Source: an optimization exercise on an open RTL-to-GDS flow (aim: small area, a short achievable clock period and few clock cycles per item). Production flows keep margins and buffers that such runs may drop. In this exercise RTL edits were held to simulation tests only and were not proved equivalent to the original. Power is estimated from default activity; no workload was simulated.

==> flow/design.v (outline; a module is shown in full before it is edited, if it fits) <==
// module vas_m1_tree: 377 lines
// module vas_m2_tree: 392 lines
// module vision_approach_steering: 294 lines
module vision_approach_steering (
   input  logic                          clock,
   input  logic                          reset,
   input  logic                          req_valid,
   output logic                          req_stall,
   input  logic [34:0]                   req_data,
   output logic                          rsp_valid,
   input  logic                          rsp_stall,
   output logic [39:0]                   rsp_data,
   input  logic                          csr_valid,
   output logic                          csr_ready,
   input  logic [2:0]                    csr_index,
   input  logic [15:0]                   csr_wdata
);
  // ...
==> flow/flow/run.sh <==
#!/bin/bash
set -uo pipefail
bash standard.sh SETUP_SLACK_MARGIN=7.0 finish > standard.log 2>&1
status=$?
tail -n 40 standard.log
exit $status
==> flow/standard.sh <==
#!/bin/bash
# synth_recipe.tcl (not shown) runs the flow's synth.tcl, then flattens the netlist and writes it again
# the make line also repeats each setting of config.mk as NAME=value (left out here)
make -C /OpenROAD-flow-scripts/flow DESIGN_CONFIG=/design/flow/config.mk WORK_HOME=/design/flow/orfs CLKGATE_MAP_FILE= SYNTH_SCRIPT=/design/flow/synth_recipe.tcl "${@:-finish}"
==> flow/config.mk <==
export PLATFORM = sky130hd
export DESIGN_NAME = vision_approach_steering
export DESIGN_NICKNAME = vision_approach_steering
export VERILOG_FILES = /design/flow/design.v
export SDC_FILE = /design/flow/constraint.sdc
export NUM_CORES = 4
export LEC_CHECK = 0
export ABC_AREA = 1
export CAP_MARGIN = 20
export CORE_MARGIN = 2
export CORE_UTILIZATION = 50
export SLEW_MARGIN = 20
==> flow/constraint.sdc <==
create_clock -name core_clock -period 11.0 [get_ports {clock}]
set_input_delay 2.2000 -clock core_clock [delete_from_list [all_inputs] [get_ports {clock}]]
set_output_delay 2.2000 -clock core_clock [all_outputs]
set_load 0.01 [all_outputs]
==> run summary, run 1 <==
Run status:
- The run finished with no timing, DRC or antenna violations.

Setup path:
- The number of cells on the worst reg-to-reg path is 15.
- The number of buffers and inverters on the critical path is 6.
- The capturing element type of the critical path is a flop.
- The element type at the critical path start is a flop.
- The most critical setup path has its endpoint at b_s[14].
- The logic depth of the worst setup path including buffers is 15.

Synth:
- The share of synthesized registers carrying an async set or reset is 0%.
- Counting every net in the synthesized netlist gives 3,840.
- The synthesized instance count is 3,439.
- The commonest cells after synthesis are 609 x sky130_fd_sc_hd__nand2_1, 560 x sky130_fd_sc_hd__inv_1, 272 x sky130_fd_sc_hd__xor2_1.
- The multiplexer share of the synthesized area is 0%.
- By area the synthesized netlist is led by sky130_fd_sc_hd__edfxtp_1 26%, sky130_fd_sc_hd__fa_1 13%, sky130_fd_sc_hd__dfxtp_1 9.3%, sky130_fd_sc_hd__xor2_1 8.1%, sky130_fd_sc_hd__nand2_1 7.8%.
- Summing the sequential cell areas from Yosys gives 34.8% of the chip area.

Detailed routing:
- The wire length on met2 is 40.3 mm.
- The via-per-instance ratio is 5.64.

Cells and area:
- After routing the design area is 0.0342 mm2.
- The layout has 5,259 filler cells.
- 2,339 cells are multi-input combinational gates.
- The register fraction of the total cell area is 29.9%.
- In the layout the commonest cells are 600 x sky130_fd_sc_hd__nand2_1, 540 x sky130_fd_sc_hd__inv_1, 265 x sky130_fd_sc_hd__xor2_1.
- In the final design, more cell area goes to multi-input combinational cells than to any other class.

Clock network:
- The number of clock buffers added by TritonCTS is 44.
- The CTS clock-pin slew for the worst setup and hold paths is 0.06 ns.

Power and ir drop:
- The power density normalized to cell area is 306 mW/mm2.
- The proportion of power drawn by the clock network is 13.7%.
- Sequential cells consume a total of 2.43 mW.

STA:
- The worst path needs 4.00 ns of the cycle, external delays included.
- The portion of the clock cycle consumed by the worst path in the final layout is 36.4%.
- Final hold analysis gives a worst-case slack of 0.419 ns.
- Setup repair after global routing could not meet its margin everywhere.

Placed design:
- The placed instances occupy a cell area of 0.0312 mm2.
- Counting tap cells, the placed design contains a total of 4,204 instances.

Floorplan:
- In this run the core area contains 88 standard-cell rows.
- In this run the horizontal extent of the chip is 247 um.
Testbench counts, summed over its fixed seeds: cycles 4,986, items 4,800.
==> run 2, diff against run 1 <==
--- a/flow/config.mk
+++ b/flow/config.mk
@@ -5,7 +5,6 @@
 export SDC_FILE = /design/flow/constraint.sdc
 export NUM_CORES = 4
 export LEC_CHECK = 0
-export ABC_AREA = 1
 export CAP_MARGIN = 20
 export CORE_MARGIN = 2
 export CORE_UTILIZATION = 50
==> run 2 against run 1 <==
Net effect: still clean; clock skew up 0.0039 ns; combinational power is 25% lower; cell count down 15%; routed wire length is 13% lower; fmax decreased by 0.30%; sequential power decreased by 7%; register-to-register slack about the same; synthesized area shrank 1.6%; non-clock buffer count down 48; sequential cell count did not move; power down 18%; sequential share of layout area rose by 1.2 points; critical endpoint is now r0_rec[16]; largest cell class unchanged; largest power group unchanged; highest routed layer is now met4.
==> run summary, run 2 <==
Run status:
- Result of the run: timing/DRC/antenna clean (unchanged).

Synth:
- Main area contributors after synthesis: sky130_fd_sc_hd__edfxtp_1 26%, sky130_fd_sc_hd__fa_1 13%, sky130_fd_sc_hd__dfxtp_1 9.4%, sky130_fd_sc_hd__ha_1 6.7%, sky130_fd_sc_hd__xnor2_1 6.1% (was sky130_fd_sc_hd__edfxtp_1 26%, sky130_fd_sc_hd__fa_1 13%, sky130_fd_sc_hd__dfxtp_1 9.3%, sky130_fd_sc_hd__xor2_1 8.1%, sky130_fd_sc_hd__nand2_1 7.8%).
- The number of nets in the synthesized netlist is 3,315 (was 3,840).
- The cell type with the largest total area after synthesis is sky130_fd_sc_hd__edfxtp_1 (unchanged).
- Ranking of synthesized cells by instance count: 290 x sky130_fd_sc_hd__nand2_1, 264 x sky130_fd_sc_hd__inv_1, 250 x sky130_fd_sc_hd__edfxtp_1 (was 609 x sky130_fd_sc_hd__nand2_1, 560 x sky130_fd_sc_hd__inv_1, 272 x sky130_fd_sc_hd__xor2_1).
- The share of synthesized registers carrying an async set or reset came to 0% (unchanged).
- The sequential fraction of the synthesis area is 35.4% (was 34.8%).
- The fraction of synthesized cell area taken by the top area cell type is 26.0% (was 25.5%).
- The number of unique standard cell types used by synthesis is 92 (was 55).
- The synthesized flop and latch total was 386 (unchanged).
- The area of the mapped netlist came to 0.0289 mm2 (was 0.0294 mm2).
- The number of warnings reported in the yosys synthesis log is 1 (unchanged).
- The flip-flop cell with the highest count after synthesis is sky130_fd_sc_hd__edfxtp_1 (unchanged).
- The synthesized instance count was 2,914 (was 3,439).
- The leading cell type by number of instances after synthesis is sky130_fd_sc_hd__nand2_1 (unchanged).
- The per-instance average area after synthesis came to 9.93 um2 (was 8.55 um2).
- The number of enable flip-flop cells after synthesis came to 250 (unchanged).

Setup path:
- Worst-path cell chain: clkdlybuf4s50_1 -> nor3_1 -> a211oi_1 -> o21ai_0 -> a21o_1 -> a211oi_2 -> mux2i_1 -> o21ai_1 -> o31ai_1 -> a32o_2 (was buf_6 -> buf_6 -> inv_6 -> ha_4 -> or2_4 -> buf_12 -> o21ai_4 -> o22ai_1 -> xor2_1 -> fa_1 -> inv_2 -> fa_2 -> fa_1 -> inv_1 -> fa_1).
- The delay of the slowest cell on the worst path came to 0.57 ns (was 0.59 ns).
- The critical-path cell with the highest stage delay is sky130_fd_sc_hd__clkdlybuf4s50_1 (was sky130_fd_sc_hd__fa_1).
- The data required time of the critical path was 11.34 ns (about the same).
- The classification of the worst setup path is in2reg (was reg2reg).
- The element type at the critical path start is an input pin (was flop).
- The maximum fanout along the worst path is 4 (was 7).
- The data arrival time at the worst-slack endpoint was 4.36 ns (was 4.34 ns).
- The capturing element type of the critical path is a flop (unchanged).

Clock network:
- The quantity of hold-fixing buffers added after cts is 0 (unchanged).
- The H-tree level count is 2 (unchanged).
- The clock latency on the worst-skew pair is 0.59 ns (was 0.60 ns).
- The worst-case clock buffer depth is 3 (unchanged).
- The CTS clock-pin slew for the worst setup and hold paths is 0.06 ns (about the same).
- The total clock buffers created by CTS is 43 (was 44).
- The CTS root buffer is sky130_fd_sc_hd__clkbuf_16 (unchanged).
- The CTS tree was done (unchanged).
- The clock sink total is 386 (unchanged).

Flow run:
- The max-cap violation count is 0 (unchanged).

GRT:
- The largest net degree at the start of global routing is 85 (was 183).
- The combined global-route utilization of all metal layers was 26.9% (was 30.7%).
- The number of antenna violations at the first check in global routing was 0 (was 3).
- The global-route wire length before repair is 125 mm (was 143 mm).
- The via count of the first global-routing pass is 21,400 (was 24,000).
- The total congestion overflow came to 0 (unchanged).

Placed design:
- The total half-perimeter wirelength after legalization and detailed placement is 58.7 mm (was 68.0 mm).
- The number of port buffers is 100 (unchanged).
- The final RePlAce weighted congestion was 0.923 (was 0.931).

Power and ir drop:
- The post-layout total power is 8.62 mW (was 10.5 mW).
- The proportion of power drawn by the clock network is 16.2% (was 13.7%).
- The leakage dissipation is 13.1 nW (was 15.9 nW).
- The highest ir drop seen on vdd is 164 uV (was 187 uV).
- The internal power is 4.85 mW (was 5.51 mW).
- The combinational group share of total power is 57.7% (was 63.1%).
- The power density normalized to cell area is 262 mW/mm2 (was 306 mW/mm2).
- The proportion of total power due to net switching was 43.8% (was 47.5%).
- The net switching power is 3.78 mW (was 4.98 mW).
- The power share of the sequential group is 26.1% (was 23.2%).

Detailed routing:
- The routed wire length per instance is 21.6 um (was 21.2 um).
- The total wire length after detailed routing came to 81.4 mm (was 93.2 mm).
- The number of DRC markers after the initial detailed-route iteration is 1,671 (was 2,166).
- The count of vias placed by the detailed router came to 22,100 (was 24,800).
- The length of the first detailed-routing pass in iterations is 5 (was 6).
- The final antenna-violating net count is 0 (unchanged).
- The via-per-instance ratio is 5.87 (was 5.64).
- The count of unresolved DRC violations after routing was 0 (unchanged).

STA:
- The total setup violations reported at the end of the flow is 0 (unchanged).
- The count of final max-slew check failures is 0 (unchanged).
- The portion of the clock cycle consumed by the worst path in the final layout is 36.5% (was 36.4%).
- The final clock skew is 0.0312 ns (was 0.0273 ns).
- The number of hold violations in the final report was 0 (unchanged).
- The fmax came to 249 MHz (was 250 MHz).
- The transition time at the pin with the least slew margin came to 1.07 ns (was 1.26 ns).
- The worst slew margin relative to its limit is 28.4% (was 15.8%).
- The hold slack was 0.413 ns (was 0.419 ns).
- Setup repair after global routing missed its margin: yes (unchanged).
- The aggregate negative setup slack was 0 ns (unchanged).
- The minimum clock period after layout was 4.02 ns (was 4.00 ns).

Cells and area:
- The number of flip-flops under the largest register name is 40 (unchanged).
- Largest registers in the final layout: o_rsp: 40 flops, d_s: 32 flops, d_c: 31 flops (unchanged).
- The number of nets in the final layout is 3,364 (was 4,000).
- The area overhead of the layout relative to synthesis came to 13.9% (was 16.4%).
- The most common library cell in the layout ignoring fill and taps is sky130_fd_sc_hd__nand2_1 (unchanged).
- The register name with the most flops is o_rsp (unchanged).
- The share of layout cells above drive strength 1 is 11.3% (was 11.1%).
- The number of antenna diodes was 0 (was 1).
- Leading cell types in the layout, fill and taps excluded: 282 x sky130_fd_sc_hd__nand2_1, 260 x sky130_fd_sc_hd__inv_1, 250 x sky130_fd_sc_hd__edfxtp_1 (was 600 x sky130_fd_sc_hd__nand2_1, 540 x sky130_fd_sc_hd__inv_1, 265 x sky130_fd_sc_hd__xor2_1).

Worst hold path:
- The type of the most critical hold path is reg2reg (unchanged).

Floorplan:
- The chip width is 245 um (was 247 um).
- The core outline area came to 0.0575 mm2 (was 0.0579 mm2).
- The effective utilization at floorplan is 50.3% (was 50.8%).
- The number of top-level pins was 102 (unchanged).
- The die area is 0.0598 mm2 (was 0.0608 mm2).
- The row count was 88 (unchanged).
- The die height is 245 um (was 247 um).
[run 2: cell count changes after synthesis, moves of 59 or more]
cell / previous run / this run
sky130_fd_sc_hd__xnor2_1: 20 / 201
sky130_fd_sc_hd__nor2_1: 211 / 129
sky130_fd_sc_hd__a22oi_1: 0 / 205
sky130_fd_sc_hd__o22ai_1: 241 / 39
sky130_fd_sc_hd__o21ai_0: 152 / 68
sky130_fd_sc_hd__clkbuf_1: 110 / 169
sky130_fd_sc_hd__nand2_1: 609 / 290
sky130_fd_sc_hd__inv_1: 560 / 264
sky130_fd_sc_hd__xor2_1: 272 / 88
[run 2: cells by family (layout without fill, tap and decap cells)]
kind of cell	after synthesis	after routing	share of synthesized area, %
other cells	1	1	0.0130
simple gates	643	645	10.2
fa+ha+maj	342	342	19.6
buf+inv	472	550	6.26
compound gates	706	708	16.9
xor+xnor	290	290	8.85
flops	386	386	35.4
mux	74	74	2.73
[run 2: layout make-up]
cell class              instances  area, um2
well taps                     765        957
flip-flops and latches        386      10200
clock buffers                  55       1150
multi-input cells            2060      17400
inverters                     270       1030
fillers                      5005      24500
clock inverters                23        228
repair buffers                202       1940
[run 2: path summary, 6_finish.rpt]
check | from | end | slack, ns | depth (start not counted)
worst max-delay path | req_data[3] | r0_rec[16] | 6.98 | 10
worst max register to register | r0_rec[16] | b_s[19] | 7.01 | 12
worst min register to register | b_misc[2] | c_misc[2] | 0.41 | 0
worst min-delay path | b_misc[2] | c_misc[2] | 0.41 | 0
[run 2: worst max-delay path: cells and delay by family]
| family | cells | cell delay, ns |
|---|---|---|
| buffers and inverters | 1 | 0.57 |
| AOI/OAI and AO/OA | 7 | 1.36 |
| muxes | 1 | 0.13 |
| and+or+nand+nor | 1 | 0.09 |
[run 2: metrics by stage]
step                      area (um2)  std cells  setup WS (ns)  utilization, %
after global routing           33000       3761           6.87            57.3
after detailed placement       30500       3617           5.41            53.1
after global placement         30500       3617           5.47            53.1
final                          33000       3761           6.98            57.3
after CTS                      32200       3712           6.92            56.1
after floorplan                29100       2914           6.66               -
[run 2: per-layer routing]
layer,vias to the layer above,wire (um),GRT usage (%)
li1,10400,-,-
met1,10800,36700,38.1
met3,135,5500,4.28
met4,0,2210,7.86
met5,-,0,0
met2,800,37000,42.6
[run 2: timing repair]
action | 4_1_cts | 5_1_grt
pin swaps | 18 | 27
resized for setup | 86 | 78
setup buffers | 15 | 46
endpoints found under the setup margin | 220 | 126
gates cloned | 2 | 3
[run 2: power by group through the flow]
| stage | combinational [mW] | clock [mW] | sequential (mW) |
|---|---|---|---|
| 2_1_floorplan | 3.28 | 0 | 2.21 |
| 3_3_place_gp | 4.72 | 0 | 2.28 |
| 3_5_place_dp | 4.80 | 0 | 2.28 |
| 4_1_cts | 4.85 | 1.43 | 2.25 |
| 5_1_grt | 5.56 | 1.49 | 2.28 |
| 6_report | 4.97 | 1.40 | 2.25 |
==> module vision_approach_steering, before the edit <==
module vision_approach_steering (
   input  logic                          clock,
   input  logic                          reset,
   input  logic                          req_valid,
   output logic                          req_stall,
   input  logic [34:0]                   req_data,
   output logic                          rsp_valid,
   input  logic                          rsp_stall,
   output logic [39:0]                   rsp_data,
   input  logic                          csr_valid,
   output logic                          csr_ready,
   input  logic [2:0]                    csr_index,
   input  logic [15:0]                   csr_wdata
);
   logic [14:0] speed_gain_ff, close_threshold_ff, search_floor_ff, search_decay_ff;
   logic [7:0]  tg_neg_ff, tg_one_ff, tg_two_ff;
   logic        turn_neg_ff;
   logic [23:0] csr_tg_b, dc_b;
   assign csr_ready = 1'b1;
   assign csr_tg_b  = vas_pkg::booth16(csr_wdata);
   always_ff @(posedge clock) begin
      if (reset) begin
         speed_gain_ff      <= RST_SPEED_GAIN;
         close_threshold_ff <= RST_CLOSE_THRESHOLD;
         search_floor_ff    <= RST_SEARCH_FLOOR;
         search_decay_ff    <= RST_SEARCH_DECAY;
         turn_neg_ff        <= RST_TURN_GAIN[15];
         {tg_neg_ff, tg_one_ff, tg_two_ff} <= RST_TG_BOOTH;
      end else if (csr_valid) begin
         case (csr_index)
            3'd0: speed_gain_ff <= csr_wdata[14:0];
            3'd1: begin
               turn_neg_ff <= csr_wdata[15];
               tg_neg_ff   <= csr_wdata[15] ? (~csr_tg_b[23:16] & (csr_tg_b[15:8] | csr_tg_b[7:0]))
                                            : csr_tg_b[23:16];
               tg_one_ff   <= csr_tg_b[15:8];
               tg_two_ff   <= csr_tg_b[7:0];
            end
            3'd2: close_threshold_ff <= csr_wdata[14:0];
            3'd3: search_floor_ff    <= csr_wdata[14:0];
            3'd4: search_decay_ff    <= csr_wdata[14:0];
            default: ;
         endcase
      end
   end
   logic adv;           
   logic s_v, r0_v, b_v, c_v, d_v, o_v;
   logic hz, a_fire, r0_free, take;
   assign adv       = !o_v || !rsp_stall;
   assign a_fire    = r0_v && adv && !hz;
   assign r0_free   = !r0_v || a_fire;
   assign take      = req_valid && !s_v;
   assign req_stall = s_v;
   localparam int RW = 1 + 1 + 1 + 1 + 1 + 2 + 3 + 16;
   logic [14:0]   in_dist;
   logic [15:0]   in_dir;
   logic [3:0]    in_dir_th, in_dist_th;
   logic [2:0]    in_dir_idx, in_dist_idx, in_entry;
   logic [RW-1:0] in_rec, s_rec, r0_rec;
   function automatic logic dir_far(input logic [15:0] d, input logic [15:0] th);
      dir_far = d[15] ? (d <= 16'(16'd0 - th)) : (d >= th);
   endfunction
   assign in_dist     = req_data[32:18];
   assign in_dir      = req_data[17:2];
   assign in_dist_th  = {in_dist >= 15'(IDX_TH4), in_dist >= 15'(IDX_TH3),
                         in_dist >= 15'(IDX_TH2), in_dist >= 15'(IDX_TH1)};
   assign in_dir_th   = {dir_far(in_dir, 16'd13375), dir_far(in_dir, 16'd10032),
                         dir_far(in_dir, 16'd6688),  dir_far(in_dir, 16'd3344)};
   assign in_dir_idx  = vas_pkg::th_index(in_dir_th);
   assign in_dist_idx = vas_pkg::th_index(in_dist_th);
   assign in_entry    = (in_dist < NEAR_ZERO) ? 3'd0 : vas_pkg::speed_code(in_dir_idx, in_dist_idx);
   assign in_rec      = {req_data[34], req_data[33], req_data[1], req_data[0],
                         in_dist <= close_threshold_ff, vas_pkg::rot_code(in_dir_idx),
                         in_entry, in_dir};
   always_ff @(posedge clock) begin
      if (!s_v) begin
         s_rec <= in_rec;
      end
      if (r0_free) begin
         r0_rec <= s_v ? s_rec : in_rec;
      end
   end
   always_ff @(posedge clock) begin
      if (reset) begin
         s_v  <= 1'b0;
         r0_v <= 1'b0;
      end else begin
         if (r0_free) begin
            r0_v <= s_v || take;
            s_v  <= 1'b0;
         end else begin
            s_v  <= s_v || take;
         end
      end
   end
   logic        r0_cmd, r0_found, r0_arm, r0_claw, r0_reached;
   logic [1:0]  r0_rot;
   logic [2:0]  r0_entry;
   logic [15:0] r0_dir;
   assign {r0_cmd, r0_found, r0_arm, r0_claw, r0_reached, r0_rot, r0_entry, r0_dir} = r0_rec;
   logic [1:0]  mode_ff, mode_in;
   logic [15:0] ldm_ff;         
   logic        ldn_ff;         
   logic        a_seek, a_decay_on, a_zero, a_ldw;
   logic [15:0] a_mul_x, a_dir_mag, a_ldm_in;
   logic        a_ldn_in;
   logic [23:0] a_tab_b;
   logic [7:0]  a_bneg, a_bone, a_btwo;
   logic [29:0] a_s, a_c;
   logic [1:0]  a_tsel;
   logic [2:0]  a_misc;
   assign a_seek     = r0_cmd && (mode_ff == 2'd1);
   assign a_decay_on = ldm_ff >= {1'b0, search_floor_ff};
   assign a_zero     = !(a_seek && (!r0_found || !r0_reached));
   assign a_dir_mag  = r0_dir[15] ? 16'(16'd0 - r0_dir) : r0_dir;
   assign a_tsel = a_zero ? 2'd0 : r0_found ? 2'd1 : a_decay_on ? 2'd2 : 2'd3;
   always_comb begin
      mode_in  = mode_ff;
      a_ldw    = 1'b0;
      a_ldm_in = DIR_INIT;
      a_ldn_in = 1'b0;
      if (!r0_cmd) begin
         mode_in = 2'd0;
         a_ldw   = 1'b1;
      end else begin
         case (mode_ff)
            2'd0: begin
               mode_in = 2'd1;
               a_ldw   = 1'b1;
            end
            2'd1: begin
               if (r0_found) begin
                  a_ldw    = 1'b1;
                  a_ldm_in = a_dir_mag;
                  a_ldn_in = r0_dir[15];
                  if (r0_reached) begin
                     mode_in = 2'd2;
                  end
               end
            end
            2'd2: mode_in = 2'd3;
            default: ;
         endcase
      end
   end
   assign a_misc = !r0_cmd          ? 3'd0 :
                   (mode_ff == 2'd0) ? {1'b1, r0_arm, !r0_claw} :
                   (mode_ff == 2'd1) ? ((r0_found && r0_reached) ? 3'd2 : 3'd1) : 3'd3;
   assign a_tab_b = vas_pkg::entry_booth(r0_entry);
   assign a_mul_x = r0_found ? {1'b0, speed_gain_ff} : ldm_ff;
   assign dc_b    = vas_pkg::booth16({1'b0, search_decay_ff});
   assign a_bneg  = r0_found ? a_tab_b[23:16] : dc_b[23:16];
   assign a_bone  = r0_found ? a_tab_b[15:8]  : dc_b[15:8];
   assign a_btwo  = r0_found ? a_tab_b[7:0]   : dc_b[7:0];
   vas_m1_tree u_m1 (
      .x    (a_mul_x),
      .bneg (a_bneg),
      .bone (a_bone),
      .btwo (a_btwo),
      .s    (a_s),
      .c    (a_c)
   );
   logic [29:0] b_s, b_c;
   logic        b_dodecay, b_tneg, b_spen;
   logic [1:0]  b_tsel, b_rot;
   logic [2:0]  b_misc;
   always_ff @(posedge clock) begin
      if (adv) begin
         b_s       <= a_s;
         b_c       <= a_c;
         b_tneg    <= r0_found ? r0_dir[15] : ldn_ff;
         b_tsel    <= a_tsel;
         b_rot     <= r0_rot;
         b_misc    <= a_misc;
      end
   end
   assign b_dodecay = b_tsel == 2'd2;
   assign b_spen    = b_tsel == 2'd1;
   assign hz = r0_cmd && !r0_found && b_v && b_dodecay;
   logic [29:0] b_sum;
   logic [15:0] b_r, b_dec, b_t;
   logic [14:0] b_spd;
   logic        b_ldw;
   assign b_sum = b_s + b_c;
   assign b_r   = b_sum[29:14];
   assign b_dec = b_tneg ? ((b_r[15] && (b_r[14:0] != 15'd0)) ? 16'd32768 : b_r)
                       : (b_r[15] ? 16'd32767 : b_r);
   assign b_spd = !b_spen ? 15'd0 :
                  (b_r[15] || (b_r[14] && (b_r[13:0] != 14'd0))) ? 15'd16384 : b_r[14:0];
   assign b_ldw = b_v && adv && b_dodecay;
   always_comb begin
      case (b_tsel)
         2'd0: b_t = 16'd0;
         2'd1: begin
            case (b_rot)
               2'd0: b_t = 16'd1638;
               2'd1: b_t = 16'd3277;
               2'd2: b_t = 16'd4915;
               default: b_t = 16'd6554;
            endcase
         end
         2'd2: b_t = b_dec;
         default: b_t = {1'b0, search_floor_ff};
      endcase
   end
   always_ff @(posedge clock) begin
      if (reset) begin
         mode_ff <= 2'd0;
         ldm_ff  <= DIR_INIT;
         ldn_ff  <= 1'b0;
      end else begin
         if (a_fire) begin
            mode_ff <= mode_in;
         end
         if (a_fire && a_ldw) begin
            ldm_ff <= a_ldm_in;
            ldn_ff <= a_ldn_in;
         end else if (b_ldw) begin
            ldm_ff <= b_dec;
            ldn_ff <= b_tneg && (b_r != 16'd0);
         end
      end
   end
   logic [15:0] c_t;
   logic        c_tneg;
   logic [14:0] c_spd;
   logic [2:0]  c_misc;
   always_ff @(posedge clock) begin
      if (adv) begin
         c_t    <= b_t;
         c_tneg <= turn_neg_ff ^ b_tneg;
         c_spd  <= b_spd;
         c_misc <= b_misc;
      end
   end
   logic [31:0] c_s, c_c;
   vas_m2_tree u_m2 (
      .x    (c_t),
      .bneg (tg_neg_ff),
      .bone (tg_one_ff),
      .btwo (tg_two_ff),
      .kn   (!c_tneg),
      .s    (c_s),
      .c    (c_c)
   );
   logic [31:0] d_s, d_c;
   logic        d_tneg;
   logic [14:0] d_spd;
   logic [2:0]  d_misc;
   always_ff @(posedge clock) begin
      if (adv) begin
         d_s    <= c_s;
         d_c    <= c_c;
         d_tneg <= c_tneg;
         d_spd  <= c_spd;
         d_misc <= c_misc;
      end
   end
   logic [31:0] d_sum;
   logic [15:0] d_turn;
   logic        d_clamp;
   logic [1:0]  d_mode, d_light;
   logic [39:0] d_rsp, o_rsp;
   assign d_sum   = d_s + d_c;
   assign d_clamp = d_tneg ? (!d_sum[31] && (d_sum[30] || d_sum[29] || d_sum[28]))
                           : (d_sum[30] || d_sum[29] || (d_sum[28] && (d_sum[27:14] != 14'd0)));
   assign d_turn  = d_clamp ? (d_tneg ? 16'hc000 : 16'h4000)
                            : (d_tneg ? ~d_sum[29:14] : d_sum[29:14]);
   assign d_mode  = d_misc[2] ? 2'd1 : d_misc[1:0];
   assign d_light = d_misc[2] ? 2'd1 : (d_misc == 3'd3) ? 2'd2 : 2'd0;
   assign d_rsp   = {!d_misc[2] && (d_misc[1] ^ d_misc[0]), d_spd, d_turn, d_light,
                     d_misc[2] && d_misc[1], d_misc[2] && d_misc[0],
                     d_misc == 3'd0, d_mode, d_misc == 3'd3};
   always_ff @(posedge clock) begin
      if (adv) begin
         o_rsp <= d_rsp;
      end
   end
   always_ff @(posedge clock) begin
      if (reset) begin
         b_v <= 1'b0;
         c_v <= 1'b0;
         d_v <= 1'b0;
         o_v <= 1'b0;
      end else if (adv) begin
         b_v <= a_fire;
         c_v <= b_v;
         d_v <= c_v;
         o_v <= d_v;
      end
   end
   assign rsp_valid = o_v;
   assign rsp_data  = o_rsp;
endmodule
==> run 3, diff against run 2 <==
--- a/flow/design.v
+++ b/flow/design.v
@@ -4,7 +4,6 @@
    localparam logic [14:0] RST_CLOSE_THRESHOLD = 15'd328;
    localparam logic [14:0] RST_SEARCH_FLOOR    = 15'd4915;
    localparam logic [14:0] RST_SEARCH_DECAY    = 15'd14746;
-   localparam logic [23:0] RST_TG_BOOTH = {8'h54, 8'h82, 8'h7d};
    localparam logic [15:0] DIR_INIT  = 16'd4915;
    localparam logic [14:0] NEAR_ZERO = 15'd328;
    localparam int unsigned IDX_TH1 = 3344;
@@ -887,29 +886,22 @@
    input  logic [15:0]                   csr_wdata
 );
    logic [14:0] speed_gain_ff, close_threshold_ff, search_floor_ff, search_decay_ff;
-   logic [7:0]  tg_neg_ff, tg_one_ff, tg_two_ff;
-   logic        turn_neg_ff;
-   logic [23:0] csr_tg_b, dc_b;
+   logic [15:0] turn_gain_ff;
+   logic        turn_neg;
+   logic [23:0] tg_b, dc_b;
+   logic [7:0]  tg_neg;
    assign csr_ready = 1'b1;
-   assign csr_tg_b  = vas_pkg::booth16(csr_wdata);
    always_ff @(posedge clock) begin
       if (reset) begin
          speed_gain_ff      <= RST_SPEED_GAIN;
          close_threshold_ff <= RST_CLOSE_THRESHOLD;
          search_floor_ff    <= RST_SEARCH_FLOOR;
          search_decay_ff    <= RST_SEARCH_DECAY;
-         turn_neg_ff        <= RST_TURN_GAIN[15];
-         {tg_neg_ff, tg_one_ff, tg_two_ff} <= RST_TG_BOOTH;
+         turn_gain_ff       <= RST_TURN_GAIN;
       end else if (csr_valid) begin
          case (csr_index)
             3'd0: speed_gain_ff <= csr_wdata[14:0];
-            3'd1: begin
-               turn_neg_ff <= csr_wdata[15];
-               tg_neg_ff   <= csr_wdata[15] ? (~csr_tg_b[23:16] & (csr_tg_b[15:8] | csr_tg_b[7:0]))
-                                            : csr_tg_b[23:16];
-               tg_one_ff   <= csr_tg_b[15:8];
-               tg_two_ff   <= csr_tg_b[7:0];
-            end
+            3'd1: turn_gain_ff  <= csr_wdata;
             3'd2: close_threshold_ff <= csr_wdata[14:0];
             3'd3: search_floor_ff    <= csr_wdata[14:0];
             3'd4: search_decay_ff    <= csr_wdata[14:0];
@@ -1102,17 +1094,20 @@
    always_ff @(posedge clock) begin
       if (adv) begin
          c_t    <= b_t;
-         c_tneg <= turn_neg_ff ^ b_tneg;
+         c_tneg <= turn_neg ^ b_tneg;
          c_spd  <= b_spd;
          c_misc <= b_misc;
       end
    end
    logic [31:0] c_s, c_c;
+   assign turn_neg = turn_gain_ff[15];
+   assign tg_b   = vas_pkg::booth16(turn_gain_ff);
+   assign tg_neg = turn_neg ? (~tg_b[23:16] & (tg_b[15:8] | tg_b[7:0])) : tg_b[23:16];
    vas_m2_tree u_m2 (
       .x    (c_t),
-      .bneg (tg_neg_ff),
-      .bone (tg_one_ff),
-      .btwo (tg_two_ff),
+      .bneg (tg_neg),
+      .bone (tg_b[15:8]),
+      .btwo (tg_b[7:0]),
       .kn   (!c_tneg),
       .s    (c_s),
       .c    (c_c)
==> run 3 against run 2 <==
Net effect: sequential share of layout area decreased by 0.76 points; critical endpoint is now d_s[17]; worst setup slack better by 0.066 ns; still clean; cell area increased by 0.83%.
==> run summary, run 3 <==
Run status:
- Result of the run: timing/DRC/antenna clean (unchanged).

Setup path:
- The critical-path cell with the highest stage delay was sky130_fd_sc_hd__fa_1 (was sky130_fd_sc_hd__clkdlybuf4s50_1).
- The classification of the worst setup path was reg2reg (was in2reg).
- The setup slack of the worst register-to-register path is 7.05 ns (was 7.01 ns).
- The delay of the slowest cell on the worst path is 0.51 ns (was 0.57 ns).
- The data arrival time at the worst-slack endpoint is 4.28 ns (was 4.36 ns).
- The data required time of the critical path is 11.33 ns (was 11.34 ns).
- Worst-path cell chain: ha_4 -> o221ai_1 -> o31ai_4 -> buf_4 -> xnor2_1 -> fa_1 -> fa_1 -> inv_1 -> fa_1 -> inv_1 -> fa_1 (was clkdlybuf4s50_1 -> nor3_1 -> a211oi_1 -> o21ai_0 -> a21o_1 -> a211oi_2 -> mux2i_1 -> o21ai_1 -> o31ai_1 -> a32o_2).
- The most numerous cell on the critical path is sky130_fd_sc_hd__fa_1.
- The element type at the critical path start was a flop (was input pin).
- The capturing element type of the critical path is a flop (unchanged).
- The maximum fanout along the worst path is 19 (was 4).

GRT:
- The largest net degree at the start of global routing is 94 (was 85).
- The combined global-route utilization of all metal layers was 27.2% (was 26.9%).
- The global-route wire length before repair came to 126 mm (was 125 mm).
- The number of antenna violations at the first check in global routing is 0 (unchanged).
- The total congestion overflow is 0 (unchanged).
- The via count of the first global-routing pass is 22,200 (was 21,400).

Placed design:
- The worst slack at placement is 5.17 ns (was 5.41 ns).
- The final RePlAce weighted congestion is 0.946 (was 0.923).
- The total half-perimeter wirelength after legalization and detailed placement is 59.3 mm (was 58.7 mm).
- The number of port buffers is 100 (unchanged).

Floorplan:
- The chip width came to 243 um (was 245 um).
- The die height came to 243 um (was 245 um).
- The core outline area was 0.0564 mm2 (was 0.0575 mm2).
- The die area is 0.0590 mm2 (was 0.0598 mm2).
- The number of top-level pins is 102 (unchanged).
- The effective utilization at floorplan came to 50.6% (was 50.3%).
- The row count came to 87 (was 88).

STA:
- The portion of the clock cycle consumed by the worst path in the final layout is 35.9% (was 36.5%).
- The final clock skew is 0.0177 ns (was 0.0312 ns).
- Setup repair after global routing missed its margin: yes (unchanged).
- The transition time at the pin with the least slew margin was 0.979 ns (was 1.07 ns).
- The total setup violations reported at the end of the flow is 0 (unchanged).
- The fmax is 253 MHz (was 249 MHz).
- The slack of the critical path is 7.05 ns (was 6.98 ns).
- The minimum clock period after layout is 3.95 ns (was 4.02 ns).
- The aggregate negative setup slack is 0 ns (unchanged).
- The number of hold violations in the final report is 0 (unchanged).
- The worst slew margin relative to its limit came to 34.8% (was 28.4%).
- The count of final max-slew check failures came to 0 (unchanged).

Power and ir drop:
- The highest ir drop seen on vdd was 266 uV (was 164 uV).
- The power density normalized to cell area came to 274 mW/mm2 (was 262 mW/mm2).
- The leakage dissipation is 13.3 nW (was 13.1 nW).

Clock network:
- The H-tree level count is 2 (unchanged).
- The clock sink total is 377 (was 386).
- The CTS root buffer is sky130_fd_sc_hd__clkbuf_16 (unchanged).
- The total clock buffers created by CTS is 43 (unchanged).
- The CTS clock-pin slew for the worst setup and hold paths is 0.06 ns (about the same).
- The worst-case clock buffer depth is 3 (unchanged).
- The CTS tree is done (unchanged).
- The quantity of hold-fixing buffers added after cts is 0 (unchanged).
- The clock latency on the worst-skew pair is 0.59 ns (about the same).

Detailed routing:
- The length of the first detailed-routing pass in iterations is 6 (was 5).
- The final antenna-violating net count was 0 (unchanged).
- The number of DRC markers after the initial detailed-route iteration is 1,584 (was 1,671).
- The total wire length after detailed routing is 81.7 mm (was 81.4 mm).
- The via-per-instance ratio is 5.92 (was 5.87).
- The routed wire length per instance is 21.7 um (was 21.6 um).
- The count of vias placed by the detailed router came to 22,300 (was 22,100).
- The count of unresolved DRC violations after routing is 0 (unchanged).

Synth:
- The share of synthesized registers carrying an async set or reset was 0% (unchanged).
- The number of nets in the synthesized netlist was 3,311 (was 3,315).
- The leading cell type by number of instances after synthesis is sky130_fd_sc_hd__nand2_1 (unchanged).
- The per-instance average area after synthesis is 9.81 um2 (was 9.93 um2).
- The number of unique standard cell types used by synthesis is 87 (was 92).
- The flip-flop cell with the highest count after synthesis is sky130_fd_sc_hd__edfxtp_1 (unchanged).
- The area of the mapped netlist is 0.0286 mm2 (was 0.0289 mm2).
- The cell type with the largest total area after synthesis is sky130_fd_sc_hd__edfxtp_1 (unchanged).
- Main area contributors after synthesis: sky130_fd_sc_hd__edfxtp_1 26%, sky130_fd_sc_hd__fa_1 13%, sky130_fd_sc_hd__dfxtp_1 8.9%, sky130_fd_sc_hd__ha_1 6.8%, sky130_fd_sc_hd__xnor2_1 5.6% (was sky130_fd_sc_hd__edfxtp_1 26%, sky130_fd_sc_hd__fa_1 13%, sky130_fd_sc_hd__dfxtp_1 9.4%, sky130_fd_sc_hd__ha_1 6.7%, sky130_fd_sc_hd__xnor2_1 6.1%).
- The number of enable flip-flop cells after synthesis is 250 (unchanged).
- The synthesized instance count is 2,910 (was 2,914).
- The sequential fraction of the synthesis area came to 35.2% (was 35.4%).
- The synthesized flop and latch total is 377 (was 386).
- Ranking of synthesized cells by instance count: 346 x sky130_fd_sc_hd__nand2_1, 268 x sky130_fd_sc_hd__inv_1, 250 x sky130_fd_sc_hd__edfxtp_1 (was 290 x sky130_fd_sc_hd__nand2_1, 264 x sky130_fd_sc_hd__inv_1, 250 x sky130_fd_sc_hd__edfxtp_1).
- The number of warnings reported in the yosys synthesis log came to 1 (unchanged).
- The fraction of synthesized cell area taken by the top area cell type came to 26.3% (was 26.0%).

Cells and area:
- The area overhead of the layout relative to synthesis came to 16.4% (was 13.9%).
- Largest registers in the final layout: o_rsp: 40 flops, d_s: 32 flops, d_c: 31 flops (unchanged).
- The number of antenna diodes is 0 (unchanged).
- The number of filler cells placed in the layout is 4,942 (was 5,005).
- The number of flip-flops under the largest register name is 40 (unchanged).
- Leading cell types in the layout, fill and taps excluded: 338 x sky130_fd_sc_hd__nand2_1, 263 x sky130_fd_sc_hd__inv_1, 250 x sky130_fd_sc_hd__edfxtp_1 (was 282 x sky130_fd_sc_hd__nand2_1, 260 x sky130_fd_sc_hd__inv_1, 250 x sky130_fd_sc_hd__edfxtp_1).
- The most common library cell in the layout ignoring fill and taps is sky130_fd_sc_hd__nand2_1 (unchanged).
- The register name with the most flops is o_rsp (unchanged).
- The number of nets in the final layout is 3,381 (was 3,364).
- The share of layout cells above drive strength 1 came to 12.2% (was 11.3%).

Worst hold path:
- The type of the most critical hold path is reg2reg (unchanged).

Flow run:
- The max-cap violation count was 0 (unchanged).
[run 3: cell types whose count changed after synthesis, sizes merged, moves of 14 or more]
cell | previous run | this run
a22oi | 205 | 177
a31oi | 15 | 32
clkbuf | 169 | 143
nand2 | 290 | 346
nand3 | 56 | 28
nand3b | 7 | 36
o21ai | 95 | 109
xnor2 | 202 | 182
[run 3: layer usage]
layer  routed length, um  track usage [%]
met2               39400             46.6
met1               34300             35.1
met4                3100             10.7
met5                   0                0
met3                4890             3.27
[run 3: stage by stage]
stage          instance area [um2]  hold slack (ns)  power [mW]  cells  utilization (%)
5_1_grt                      33200            0.426        9.85   3771             58.9
2_1_floorplan                28600            0.400        5.78   2910                -
3_3_place_gp                 30200            0.400        7.29   3623             53.6
4_1_cts                      32300            0.419        8.99   3720             57.2
6_report                     33200            0.415        9.09   3771             58.9
3_5_place_dp                 30200            0.405        7.44   3624             53.6
[run 3: cell type report]
class / count / area [um2] / share of cell area [%]
flip-flops and latches: 377 / 10100 / 30.3
inverters: 271 / 1030 / 3.10
well taps: 756 / 946 / 2.85
repair buffers: 207 / 2130 / 6.40
clock buffers: 57 / 1190 / 3.58
clock inverters: 23 / 275 / 0.828
multi-input cells: 2080 / 17600 / 53.0
[run 3: kinds of logic (layout without fill, tap and decap cells)]
logic type,after synthesis,in the layout,synth area share (%)
adder cells (fa/ha/maj),342,342,19.9
AO/OA/AOI/OAI,691,691,16.3
XOR/XNOR,283,283,8.71
AND/OR/NAND/NOR,695,696,11.3
flip-flops,377,377,35.2
other,1,1,0.0131
buffers and inverters,454,558,6.07
multiplexers,67,67,2.53
[run 3: final timing paths]
path	to	start	cells past startpoint
worst max-delay path	d_s[17]	turn_gain_ff[7]	11
worst min-delay path	d_spd[13]	c_spd[13]	0
worst max register to register	d_s[17]	turn_gain_ff[7]	11
worst min register to register	d_spd[13]	c_spd[13]	0
[run 3: worst max-delay path, delay by kind of cell, from the launching register on]
family          cells  cell delay, ns
fa+ha+maj           5            2.35
buf+inv             3            0.49
flops               1            0.38
compound gates      2            0.30
xor+xnor            1            0.16
[run 3: timing repair]
action | in CTS | in global routing
buffers inserted | 14 | 46
pin swaps | 7 | 15
gates cloned | 2 | 5
gates resized for setup | 96 | 122
setup endpoints to repair | 259 | 128
[run 3: power breakdown]
| part | total [mW] | switching, mW | internal, mW | leakage (nW) |
|---|---|---|---|---|
| clock network | 1.48 | 0.610 | 0.869 | 0.709 |
| logic | 5.32 | 3.23 | 2.09 | 8.73 |
| registers | 2.29 | 0.163 | 2.13 | 3.82 |
| total | 9.09 | 4.00 | 5.09 | 13.3 |
Testbench counts of run 3, summed over its fixed seeds: cycles 4,986, items 4,800.
==> run 4, diff against run 3 <==
--- a/flow/config.mk
+++ b/flow/config.mk
@@ -8,4 +8,7 @@
 export CAP_MARGIN = 20
 export CORE_MARGIN = 2
 export CORE_UTILIZATION = 50
+export CTS_BUF_LIST = sky130_fd_sc_hd__clkbuf_8
+export CTS_CLUSTER_DIAMETER = 40
+export CTS_CLUSTER_SIZE = 16
 export SLEW_MARGIN = 20
==> run 4 against run 3 <==
Net effect: utilization shrank 0.15 points; first-iteration DRC count shrank 0.95%; via count grew 0.37%.
==> run summary, run 4 <==
Synth:
- The cell type with the largest total area after synthesis is sky130_fd_sc_hd__edfxtp_1 (unchanged).
- The area of the mapped netlist was 0.0286 mm2 (unchanged).
- The number of unique standard cell types used by synthesis was 87 (unchanged).
- The number of warnings reported in the yosys synthesis log came to 1 (unchanged).
- The per-instance average area after synthesis came to 9.81 um2 (unchanged).
- The synthesized instance count is 2,910 (unchanged).
- The synthesized flop and latch total was 377 (unchanged).
- The number of nets in the synthesized netlist is 3,311 (unchanged).
- Ranking of synthesized cells by instance count: 346 x sky130_fd_sc_hd__nand2_1, 268 x sky130_fd_sc_hd__inv_1, 250 x sky130_fd_sc_hd__edfxtp_1 (unchanged).
- The sequential fraction of the synthesis area is 35.2% (unchanged).
- The leading cell type by number of instances after synthesis is sky130_fd_sc_hd__nand2_1 (unchanged).
- The share of synthesized registers carrying an async set or reset was 0% (unchanged).
- Main area contributors after synthesis: sky130_fd_sc_hd__edfxtp_1 26%, sky130_fd_sc_hd__fa_1 13%, sky130_fd_sc_hd__dfxtp_1 8.9%, sky130_fd_sc_hd__ha_1 6.8%, sky130_fd_sc_hd__xnor2_1 5.6% (unchanged).
- The flip-flop cell with the highest count after synthesis is sky130_fd_sc_hd__edfxtp_1 (unchanged).
- The fraction of synthesized cell area taken by the top area cell type was 26.3% (unchanged).
- The number of enable flip-flop cells after synthesis was 250 (unchanged).

Floorplan:
- The number of top-level pins is 102 (unchanged).
- The die area is 0.0590 mm2 (unchanged).
- The die height was 243 um (unchanged).
- The core outline area is 0.0564 mm2 (unchanged).
- The chip width was 243 um (unchanged).
- The row count is 87 (unchanged).
- The effective utilization at floorplan was 50.6% (unchanged).

Cells and area:
- The footprint of the multi-input gates was 0.0175 mm2 (was 0.0176 mm2).
- The area overhead of the layout relative to synthesis was 16.1% (was 16.4%).
- The number of flip-flops under the largest register name is 40 (unchanged).
- The number of filler cells placed in the layout came to 5,015 (was 4,942).
- The number of nets in the final layout is 3,405 (was 3,381).
- The most common library cell in the layout ignoring fill and taps was sky130_fd_sc_hd__nand2_1 (unchanged).
- The register area is 0.0101 mm2 (about the same).
- Leading cell types in the layout, fill and taps excluded: 337 x sky130_fd_sc_hd__nand2_1, 270 x sky130_fd_sc_hd__inv_1, 250 x sky130_fd_sc_hd__edfxtp_1 (was 338 x sky130_fd_sc_hd__nand2_1, 263 x sky130_fd_sc_hd__inv_1, 250 x sky130_fd_sc_hd__edfxtp_1).
- The share of layout cells above drive strength 1 is 13.0% (was 12.2%).
- Largest registers in the final layout: o_rsp: 40 flops, d_s: 32 flops, d_c: 31 flops (unchanged).
- The register name with the most flops is o_rsp (unchanged).

Power and ir drop:
- The leakage dissipation was 13.2 nW (was 13.3 nW).
- The power density normalized to cell area is 272 mW/mm2 (was 274 mW/mm2).
- The highest ir drop seen on vdd came to 251 uV (was 266 uV).
- The post-layout total power is 9.00 mW (was 9.09 mW).

STA:
- The transition time at the pin with the least slew margin is 0.980 ns (was 0.979 ns).
- The final clock skew came to 0.0504 ns (was 0.0177 ns).
- The slack of the critical path came to 7.06 ns (was 7.05 ns).
- The fmax is 254 MHz (was 253 MHz).
- The worst slew margin relative to its limit came to 34.7% (was 34.8%).
- The count of final max-slew check failures was 0 (unchanged).
- The aggregate negative setup slack is 0 ns (unchanged).
- The total setup violations reported at the end of the flow is 0 (unchanged).
- The portion of the clock cycle consumed by the worst path in the final layout is 35.9% (about the same).
- The minimum clock period after layout is 3.94 ns (was 3.95 ns).
- The number of hold violations in the final report came to 0 (unchanged).
- Setup repair after global routing missed its margin: yes (unchanged).

GRT:
- The combined global-route utilization of all metal layers is 27.2% (about the same).
- The global-route wire length before repair was 126 mm (about the same).
- The largest net degree at the start of global routing is 94 (unchanged).
- The number of antenna violations at the first check in global routing came to 2 (was 0).
- The via count of the first global-routing pass came to 22,400 (was 22,200).
- The total congestion overflow is 0 (unchanged).

Clock network:
- The quantity of hold-fixing buffers added after cts came to 0 (unchanged).
- The total clock buffers created by CTS is 69 (was 43).
- The CTS root buffer was sky130_fd_sc_hd__clkbuf_8 (was sky130_fd_sc_hd__clkbuf_16).
- The clock latency on the worst-skew pair is 0.67 ns (was 0.59 ns).
- The CTS tree is done (unchanged).
- The H-tree level count came to 3 (was 2).
- The CTS clock-pin slew for the worst setup and hold paths came to 0.08 ns (was 0.06 ns).
- The worst-case clock buffer depth came to 3 (unchanged).
- The clock sink total came to 377 (unchanged).

Placed design:
- The worst slack at placement came to 5.17 ns (unchanged).
- The total half-perimeter wirelength after legalization and detailed placement is 59.3 mm (unchanged).
- The final RePlAce weighted congestion is 0.946 (unchanged).
- The number of port buffers is 100 (unchanged).

Detailed routing:
- The length of the first detailed-routing pass in iterations is 6 (unchanged).
- The via-per-instance ratio was 5.87 (was 5.92).
- The number of DRC markers after the initial detailed-route iteration is 1,569 (was 1,584).
- The count of vias placed by the detailed router is 22,400 (was 22,300).
- The total wire length after detailed routing is 81.6 mm (was 81.7 mm).
- The routed wire length per instance is 21.4 um (was 21.7 um).
- The count of unresolved DRC violations after routing is 0 (unchanged).
- The final antenna-violating net count is 0 (unchanged).

Setup path:
- The data arrival time at the worst-slack endpoint is 4.34 ns (was 4.28 ns).
- The critical-path cell with the highest stage delay is sky130_fd_sc_hd__or4_1 (was sky130_fd_sc_hd__fa_1).
- Worst-path cell chain: clkdlybuf4s50_1 -> or4_1 -> a21oi_1 -> o21ai_0 -> nor2_1 -> a21oi_2 -> o311ai_1 -> o211ai_1 -> a22o_1 (was ha_4 -> o221ai_1 -> o31ai_4 -> buf_4 -> xnor2_1 -> fa_1 -> fa_1 -> inv_1 -> fa_1 -> inv_1 -> fa_1).
- The element type at the critical path start is an input pin (was flop).
- The classification of the worst setup path is in2reg (was reg2reg).
- The maximum fanout along the worst path was 5 (was 19).
- The data required time of the critical path was 11.39 ns (was 11.33 ns).
- The delay of the slowest cell on the worst path is 0.53 ns (was 0.51 ns).
- The capturing element type of the critical path is a flop (unchanged).

Worst hold path:
- The type of the most critical hold path is reg2reg (unchanged).

Flow run:
- The max-cap violation count came to 0 (unchanged).

Run status:
- Result of the run: timing/DRC/antenna clean (unchanged).
==> run 4: cell counts after synthesis <==
No cell type changed its count.
==> run 4: cells by family after synthesis <==
logic type / Yosys count / share of synthesized area, %
xor+xnor: 283 / 8.71
fa+ha+maj: 342 / 19.9
mux: 67 / 2.53
compound gates: 691 / 16.3
simple gates: 695 / 11.3
flops: 377 / 35.2
other cells: 1 / 0.0131
buf+inv: 454 / 6.07
==> run 4: where the power goes <==
part	total (mW)	leakage (nW)	internal (mW)	switching, mW
registers	2.29	3.82	2.13	0.165
logic	5.30	8.65	2.09	3.21
clock network	1.41	0.762	0.745	0.661
total	9.00	13.2	4.96	4.04
==> run 4: path summary, 6_finish.rpt <==
| kind | start | endpoint | slack [ns] | depth (start not counted) |
|---|---|---|---|---|
| worst min-delay path | c_spd[1] | d_spd[1] | 0.41 | 0 |
| worst min register to register | c_spd[1] | d_spd[1] | 0.41 | 0 |
| worst max register to register | r0_rec[17] | b_s[17] | 7.07 | 12 |
| worst max-delay path | req_data[9] | r0_rec[16] | 7.06 | 9 |
==> run 4: area by class of cell <==
cell class | count | share of cell area [%]
diodes | 1 | 0.00755
clock buffers | 73 | 3.03
clock inverters | 52 | 1.43
inverters | 271 | 3.13
multi-input cells | 2080 | 52.8
flip-flops and latches | 377 | 30.4
well taps | 756 | 2.85
repair buffers | 205 | 6.33
==> run 4: through the flow <==
step           utilization [%]  cell area, um2  hold WS [ns]  cells
2_1_floorplan                -           28600         0.400   2910
3_3_place_gp              53.6           30200         0.400   3623
3_5_place_dp              53.6           30200         0.405   3624
4_1_cts                   57.1           32200         0.401   3764
5_1_grt                   58.8           33100         0.427   3815
6_report                  58.8           33100         0.414   3815
==> run 4: metal layers <==
layer	vias up	part of all wire (%)	GRT usage [%]
met4	0	4.0	11.8
met3	201	6.0	3.88
met2	797	48	46.0
met1	11000	42	34.8
li1	10400	-	-
met5	-	0	0
==> run 4: critical path: cells and delay by family <==
family          cells  cell delay [ns]
compound gates      6             0.95
simple gates        2             0.67
buf+inv             1             0.51
==> run 4: timing repair <==
item | in CTS | in global routing
pin swaps | 5 | 13
cloned | 1 | 5
gates resized for setup | 80 | 121
setup endpoints to repair | 256 | 75
setup buffers | 14 | 45
hold endpoints to repair | 0 | 0
==> run 5, diff against run 4 <==
--- a/flow/config.mk
+++ b/flow/config.mk
@@ -7,8 +7,5 @@
 export LEC_CHECK = 0
 export CAP_MARGIN = 20
 export CORE_MARGIN = 2
-export CORE_UTILIZATION = 50
-export CTS_BUF_LIST = sky130_fd_sc_hd__clkbuf_8
-export CTS_CLUSTER_DIAMETER = 40
-export CTS_CLUSTER_SIZE = 16
+export CORE_UTILIZATION = 65
 export SLEW_MARGIN = 20
==> run 5 against run 4 <==
Net effect: still clean; count of clock-buffer cells in the layout is 22 lower; sequential power hardly changed; non-clock buffer count is 28 lower; worst setup slack worse by 0.083 ns; cell count is 6.5% lower; register-to-register slack worse by 0.098 ns; global-route usage is 7.6 points higher; clock power hardly changed; sequential cell count stayed put; critical path type is now reg2reg; largest cell class unchanged.
==> run summary, run 5 <==
STA:
- The aggregate negative setup slack was 0 ns (unchanged).
- The worst slew margin relative to its limit is 30.5% (was 34.7%).
- The transition time at the pin with the least slew margin is 1.03 ns (was 0.980 ns).
- The portion of the clock cycle consumed by the worst path in the final layout is 36.6% (was 35.9%).
- The minimum clock period after layout came to 4.03 ns (was 3.94 ns).
- The hold slack came to 0.411 ns (was 0.414 ns).
- The fmax is 248 MHz (was 254 MHz).
- Setup repair after global routing missed its margin: yes (unchanged).
- The slack of the critical path came to 6.97 ns (was 7.06 ns).
- The final clock skew is 0.0188 ns (was 0.0504 ns).
- The count of final max-slew check failures is 0 (unchanged).
- The total setup violations reported at the end of the flow is 0 (unchanged).
- The number of hold violations in the final report came to 0 (unchanged).

Synth:
- The cell type with the largest total area after synthesis is sky130_fd_sc_hd__edfxtp_1 (unchanged).
- The number of nets in the synthesized netlist was 3,311 (unchanged).
- The number of warnings reported in the yosys synthesis log is 1 (unchanged).
- The number of enable flip-flop cells after synthesis is 250 (unchanged).
- The number of unique standard cell types used by synthesis came to 87 (unchanged).
- The share of synthesized registers carrying an async set or reset was 0% (unchanged).
- The synthesized flop and latch total is 377 (unchanged).
- The per-instance average area after synthesis came to 9.81 um2 (unchanged).
- The fraction of synthesized cell area taken by the top area cell type was 26.3% (unchanged).
- Ranking of synthesized cells by instance count: 346 x sky130_fd_sc_hd__nand2_1, 268 x sky130_fd_sc_hd__inv_1, 250 x sky130_fd_sc_hd__edfxtp_1 (unchanged).
- The sequential fraction of the synthesis area is 35.2% (unchanged).
- The leading cell type by number of instances after synthesis was sky130_fd_sc_hd__nand2_1 (unchanged).
- Main area contributors after synthesis: sky130_fd_sc_hd__edfxtp_1 26%, sky130_fd_sc_hd__fa_1 13%, sky130_fd_sc_hd__dfxtp_1 8.9%, sky130_fd_sc_hd__ha_1 6.8%, sky130_fd_sc_hd__xnor2_1 5.6% (unchanged).
- The synthesized instance count is 2,910 (unchanged).
- The flip-flop cell with the highest count after synthesis is sky130_fd_sc_hd__edfxtp_1 (unchanged).
- The area of the mapped netlist came to 0.0286 mm2 (unchanged).

Floorplan:
- The die height was 214 um (was 243 um).
- The row count is 76 (was 87).
- The chip width is 214 um (was 243 um).
- The effective utilization at floorplan is 66.1% (was 50.6%).
- The number of top-level pins came to 102 (unchanged).
- The die area is 0.0456 mm2 (was 0.0590 mm2).
- The core outline area was 0.0432 mm2 (was 0.0564 mm2).

Setup path:
- The capturing element type of the critical path is a flop (unchanged).
- The element type at the critical path start was a flop (was input pin).
- The data required time of the critical path is 11.33 ns (was 11.39 ns).
- The maximum fanout along the worst path is 10 (was 5).
- The data arrival time at the worst-slack endpoint is 4.36 ns (was 4.34 ns).
- The classification of the worst setup path is reg2reg (was in2reg).

Cells and area:
- The number of nets in the final layout is 3,349 (was 3,405).
- The core utilization of the finished layout is 75.3% (was 58.8%).
- The register area came to 0.0101 mm2 (about the same).
- The number of antenna diodes came to 0 (was 1).
- The area overhead of the layout relative to synthesis was 13.9% (was 16.1%).
- The share of layout cells above drive strength 1 came to 10.8% (was 13.0%).
- The most common library cell in the layout ignoring fill and taps is sky130_fd_sc_hd__nand2_1 (unchanged).
- The number of filler cells placed in the layout is 3,050 (was 5,015).
- Leading cell types in the layout, fill and taps excluded: 338 x sky130_fd_sc_hd__nand2_1, 261 x sky130_fd_sc_hd__inv_1, 250 x sky130_fd_sc_hd__edfxtp_1 (was 337 x sky130_fd_sc_hd__nand2_1, 270 x sky130_fd_sc_hd__inv_1, 250 x sky130_fd_sc_hd__edfxtp_1).
- The number of flip-flops under the largest register name is 40 (unchanged).
- The footprint of the multi-input gates is 0.0175 mm2 (about the same).
- The register name with the most flops is o_rsp (unchanged).
- Largest registers in the final layout: o_rsp: 40 flops, d_s: 32 flops, d_c: 31 flops (unchanged).

Placed design:
- The worst slack at placement is 5.20 ns (was 5.17 ns).
- The total half-perimeter wirelength after legalization and detailed placement was 56.1 mm (was 59.3 mm).
- The number of port buffers is 100 (unchanged).
- The final RePlAce weighted congestion came to 0.944 (was 0.946).

GRT:
- The via count of the first global-routing pass is 22,600 (was 22,400).
- The number of antenna violations at the first check in global routing was 0 (was 2).
- The global-route wire length before repair is 122 mm (was 126 mm).
- The met2 layer usage reported by global route is 57.8% (was 46.0%).
- The layer carrying the most global-route usage was met2 (unchanged).
- The global-route track usage on met3 came to 6.05% (was 3.88%).
- The total congestion overflow is 0 (unchanged).
- The combined global-route utilization of all metal layers came to 34.8% (was 27.2%).
- The met1 routing resource usage after global routing is 43.6% (was 34.8%).
- The largest net degree at the start of global routing is 94 (unchanged).

Power and ir drop:
- The highest ir drop seen on vdd was 190 uV (was 251 uV).
- The leakage dissipation is 13.0 nW (was 13.2 nW).
- The power density normalized to cell area is 274 mW/mm2 (was 272 mW/mm2).

Detailed routing:
- The final antenna-violating net count is 0 (unchanged).
- The routed wire length per instance came to 22.1 um (was 21.4 um).
- The length of the first detailed-routing pass in iterations is 8 (was 6).
- The count of vias placed by the detailed router is 22,800 (was 22,400).
- The number of DRC markers after the initial detailed-route iteration is 2,180 (was 1,569).
- The total wire length after detailed routing is 78.7 mm (was 81.6 mm).
- The count of unresolved DRC violations after routing is 0 (unchanged).
- The via-per-instance ratio is 6.39 (was 5.87).

Clock network:
- The clock sink total is 377 (unchanged).
- The CTS clock-pin slew for the worst setup and hold paths came to 0.07 ns (was 0.08 ns).
- The total clock buffers created by CTS is 42 (was 69).
- The quantity of hold-fixing buffers added after cts is 0 (unchanged).
- The worst-case clock buffer depth is 3 (unchanged).
- The H-tree level count came to 2 (was 3).
- The clock latency on the worst-skew pair is 0.60 ns (was 0.67 ns).
- The CTS tree is done (unchanged).
- The CTS root buffer is sky130_fd_sc_hd__clkbuf_16 (was sky130_fd_sc_hd__clkbuf_8).

Run status:
- Result of the run: timing/DRC/antenna clean (unchanged).

Worst hold path:
- The type of the most critical hold path is reg2reg (unchanged).

Flow run:
- The max-cap violation count is 0 (unchanged).
[run 5: cell counts after synthesis]
No cell type changed its count.
[run 5: kinds of logic (layout without fill, tap and decap cells)]
kind of cell	after synthesis	after routing	synth area share, %
adders and majority gates	342	342	19.9
buffers and inverters	454	526	6.07
DFF	377	377	35.2
muxes	67	67	2.53
other	1	1	0.0131
and+or+nand+nor	695	695	11.3
xor gates and xnor gates	283	283	8.71
AOI/OAI and AO/OA	691	691	16.3
[run 5: final cells by class]
cell class	count	area share [%]
Clock buffer	51	3.40
Clock inverter	27	0.989
Inverter	271	3.19
Multi-Input combinational cell	2079	53.7
Sequential cell	377	31.0
Tap cell	585	2.25
Timing Repair Buffer	177	5.50
[run 5: power breakdown]
part,total [mW],internal [mW],switching [mW]
Clock,1.43,0.825,0.606
Sequential,2.30,2.13,0.174
Combinational,5.17,2.03,3.14
[run 5: worst paths after layout]
check,cells past startpoint,to,slack [ns],from
worst max-delay path,12,b_s[20],6.97,r0_rec[17]
worst min-delay path,0,d_spd[12],0.41,c_spd[12]
worst max register to register,12,b_s[20],6.97,r0_rec[17]
worst min register to register,0,d_spd[12],0.41,c_spd[12]
[run 5: worst max-delay path, cell delays in order, from the launching register on]
cell	delay, ns
sky130_fd_sc_hd__edfxtp_1	0.53
sky130_fd_sc_hd__buf_4	0.21
sky130_fd_sc_hd__ha_4	0.18
sky130_fd_sc_hd__o311ai_2	0.31
sky130_fd_sc_hd__o21ai_0	0.16
sky130_fd_sc_hd__buf_4	0.25
sky130_fd_sc_hd__inv_8	0.15
sky130_fd_sc_hd__xnor2_1	0.15
sky130_fd_sc_hd__fa_1	0.46
sky130_fd_sc_hd__fa_1	0.42
sky130_fd_sc_hd__fa_1	0.49
sky130_fd_sc_hd__inv_1	0.05
sky130_fd_sc_hd__fa_1	0.41
[run 5: what timing repair did]
| item | 4_1_cts | 5_1_grt |
|---|---|---|
| endpoints found under the setup margin | 270 | 68 |
| resized for setup | 97 | 97 |
| cloned | 1 | 2 |
| buffers inserted | 13 | 24 |
| pin swaps | 10 | 20 |
[run 5: metrics by stage]
step	std cells	cell area (um2)	total power, mW
2_1_floorplan	2910	28600	5.78
3_3_place_gp	3449	30000	7.10
3_5_place_dp	3449	30000	7.33
4_1_cts	3541	32000	8.81
5_1_grt	3567	32500	9.62
6_report	3567	32500	8.91
[run 5: routing by layer]
metal,share of wire (%),vias up,wire length (um)
met3,8.5,301,6690
li1,-,10300,-
met1,38,11000,30200
met2,47,1211,37300
met5,0,-,0
met4,5.8,0,4530
==> run 6, diff against run 5 <==
--- a/flow/config.mk
+++ b/flow/config.mk
@@ -5,7 +5,7 @@
 export SDC_FILE = /design/flow/constraint.sdc
 export NUM_CORES = 4
 export LEC_CHECK = 0
-export CAP_MARGIN = 20
+export CAP_MARGIN = 10
 export CORE_MARGIN = 2
 export CORE_UTILIZATION = 65
-export SLEW_MARGIN = 20
+export SLEW_MARGIN = 10
==> run 6 against run 5 <==
Net effect: worst setup slack better by 0.0050 ns; non-clock buffer count up 12; clock skew grew 0.0038 ns; global-route usage fell by 0.13 points; sequential cell count is the same; count of clock-buffer cells in the layout rose by 4; register-to-register slack hardly changed; fmax is 0.12% higher; via count is 0.88% higher; sequential share of layout area down 0.12 points; largest power group unchanged.
==> run summary, run 6 <==
STA:
- The hold slack is 0.415 ns (was 0.411 ns).
- The fmax is 249 MHz (was 248 MHz).
- The final clock skew is 0.0225 ns (was 0.0188 ns).
- The total setup violations reported at the end of the flow is 0 (unchanged).
- The slack of the critical path came to 6.98 ns (was 6.97 ns).
- The aggregate negative setup slack is 0 ns (unchanged).
- The worst slew margin relative to its limit came to 38.2% (was 30.5%).
- The count of final max-slew check failures was 0 (unchanged).

Clock network:
- The quantity of hold-fixing buffers added after cts came to 0 (unchanged).
- The total clock buffers created by CTS is 41 (was 42).
- The clock sink total is 377 (unchanged).

Synth:
- Main area contributors after synthesis: sky130_fd_sc_hd__edfxtp_1 26%, sky130_fd_sc_hd__fa_1 13%, sky130_fd_sc_hd__dfxtp_1 8.9%, sky130_fd_sc_hd__ha_1 6.8%, sky130_fd_sc_hd__xnor2_1 5.6% (unchanged).
- The area of the mapped netlist is 0.0286 mm2 (unchanged).
- The flip-flop cell with the highest count after synthesis is sky130_fd_sc_hd__edfxtp_1 (unchanged).
- The cell type with the largest total area after synthesis is sky130_fd_sc_hd__edfxtp_1 (unchanged).
- The number of nets in the synthesized netlist is 3,311 (unchanged).
- The sequential fraction of the synthesis area was 35.2% (unchanged).
- Ranking of synthesized cells by instance count: 346 x sky130_fd_sc_hd__nand2_1, 268 x sky130_fd_sc_hd__inv_1, 250 x sky130_fd_sc_hd__edfxtp_1 (unchanged).

Cells and area:
- The number of flip-flops under the largest register name is 40 (unchanged).
- The count of non-filler cells in the finished layout came to 3,579 (was 3,567).
- Largest registers in the final layout: o_rsp: 40 flops, d_s: 32 flops, d_c: 31 flops (unchanged).
- Leading cell types in the layout, fill and taps excluded: 337 x sky130_fd_sc_hd__nand2_1, 261 x sky130_fd_sc_hd__inv_1, 250 x sky130_fd_sc_hd__edfxtp_1 (was 338 x sky130_fd_sc_hd__nand2_1, 261 x sky130_fd_sc_hd__inv_1, 250 x sky130_fd_sc_hd__edfxtp_1).
- The number of nets in the final layout is 3,362 (was 3,349).
- The most common library cell in the layout ignoring fill and taps is sky130_fd_sc_hd__nand2_1 (unchanged).
- The number of antenna diodes is 0 (unchanged).

Setup path:
- The data arrival time at the worst-slack endpoint is 4.33 ns (was 4.36 ns).
- The worst flop-to-flop path endpoint is b_s[21] (was b_s[20]).
- The start of the worst register-to-register path is r0_rec[17] (unchanged).
- Worst-path cell chain: inv_2 -> ha_2 -> nand2_4 -> o21ai_4 -> buf_6 -> a22oi_1 -> xnor2_1 -> fa_1 -> fa_1 -> fa_1 -> inv_1 -> fa_1 (was buf_4 -> ha_4 -> o311ai_2 -> o21ai_0 -> buf_4 -> inv_8 -> xnor2_1 -> fa_1 -> fa_1 -> fa_1 -> inv_1 -> fa_1).
- The setup slack of the worst register-to-register path is 6.98 ns (was 6.97 ns).

Detailed routing:
- The via-per-instance ratio was 6.42 (was 6.39).
- The final antenna-violating net count is 0 (unchanged).
- The length of the first detailed-routing pass in iterations was 6 (was 8).
- The count of unresolved DRC violations after routing came to 0 (unchanged).
- The count of vias placed by the detailed router is 23,000 (was 22,800).
- The number of DRC markers after the initial detailed-route iteration is 2,192 (was 2,180).

Power and ir drop:
- The highest ir drop seen on vdd is 242 uV (was 190 uV).

Run status:
- Result of the run: timing/DRC/antenna clean (unchanged).

GRT:
- The total congestion overflow was 0 (unchanged).
- The combined global-route utilization of all metal layers is 34.7% (was 34.8%).

Worst hold path:
- The instance count along the most critical hold path is 0 (unchanged).
- The startpoint of the most critical hold path is c_spd[6] (was c_spd[12]).
- The end point of the worst hold path is d_spd[6] (was d_spd[12]).

Placed design:
- The number of port buffers is 100 (unchanged).
- The final RePlAce weighted congestion is 0.944 (unchanged).
- The number of cells after detailed placement is 3,449 (unchanged).

Flow run:
- The max-cap violation count is 0 (unchanged).

Floorplan:
- The effective utilization at floorplan is 66.1% (unchanged).
- The die area is 0.0456 mm2 (unchanged).
-- run 6: area by class of cell --
cell class / instances / area (um2)
fillers: 3086 / 10500
clock inverters: 21 / 258
well taps: 585 / 732
flip-flops and latches: 377 / 10100
inverters: 271 / 1040
repair buffers: 189 / 1890
clock buffers: 55 / 1150
multi-input cells: 2081 / 17500
-- run 6: worst reg2reg max path, stage by stage (launching register included) --
cell and delay, ns:
sky130_fd_sc_hd__edfxtp_1 0.53, sky130_fd_sc_hd__inv_2 0.14, sky130_fd_sc_hd__ha_2 0.32, sky130_fd_sc_hd__nand2_4 0.17, sky130_fd_sc_hd__o21ai_4 0.14, sky130_fd_sc_hd__buf_6 0.18, sky130_fd_sc_hd__a22oi_1 0.23, sky130_fd_sc_hd__xnor2_1 0.13
sky130_fd_sc_hd__fa_1 0.43, sky130_fd_sc_hd__fa_1 0.46, sky130_fd_sc_hd__fa_1 0.50, sky130_fd_sc_hd__inv_1 0.05, sky130_fd_sc_hd__fa_1 0.46
-- run 6: power breakdown --
group	internal [mW]	switching, mW
Combinational	2.05	3.16
Sequential	2.13	0.173
Clock	0.838	0.595
Total	5.02	3.93
-- run 6: timing repair --
action	CTS	global route
resized for setup	100	110
setup endpoints to repair	270	133
pin swaps	10	19
gates cloned	1	4
buffers inserted	15	34
-- run 6: metal layers --
| layer | global-route usage [%] | vias to the layer above | share of wire [%] |
|---|---|---|---|
| li1 | - | 10300 | - |
| met1 | 43.3 | 11100 | 38 |
| met2 | 57.3 | 1214 | 47 |
| met3 | 6.49 | 331 | 8.6 |
| met4 | 19.2 | 0 | 5.8 |
| met5 | 0 | - | 0 |
-- run 6: kinds of logic after synthesis --
group                    Yosys count  share of synthesized area (%)
multiplexers                      67                           2.53
buffers and inverters            454                           6.07
adder cells (fa/ha/maj)          342                           19.9
AND/OR/NAND/NOR                  695                           11.3
AO/OA/AOI/OAI                    691                           16.3
XOR/XNOR                         283                           8.71
other                              1                         0.0131
flip-flops                       377                           35.2
-- run 6: how the worst max path moves through the flow --
stage / startpoint / endpoint / slack [ns] / cells after the start
floorplan: rsp_stall / ldm_ff[10] / 4.02 / 11
global placement: rsp_stall / o_rsp[9] / 5.32 / 6
detailed placement: rsp_stall / o_rsp[13] / 5.21 / 6
CTS: r0_rec[16] / b_s[14] / 6.98 / 12
global route: r0_rec[17] / b_s[15] / 6.90 / 12
finish: r0_rec[17] / b_s[21] / 6.98 / 12
-- run 6: stage by stage --
step                      cell area (um2)  total power, mW  utilization [%]
after floorplan                     28600             5.78                -
after global placement              30000             7.10             69.4
after detailed placement            30000             7.32             69.4
after CTS                           31900             8.82             74.0
after global routing                32600             9.68             75.6
final                               32600             8.95             75.6

Check on run 6: ideal ports give 6.977 ns setup slack; a clkbuf_16 on the clock port and buf_2 on the inputs give 6.977 ns; moving port delays by the midpoint clock arrival (0.635 ns) as well gives 6.445 ns.
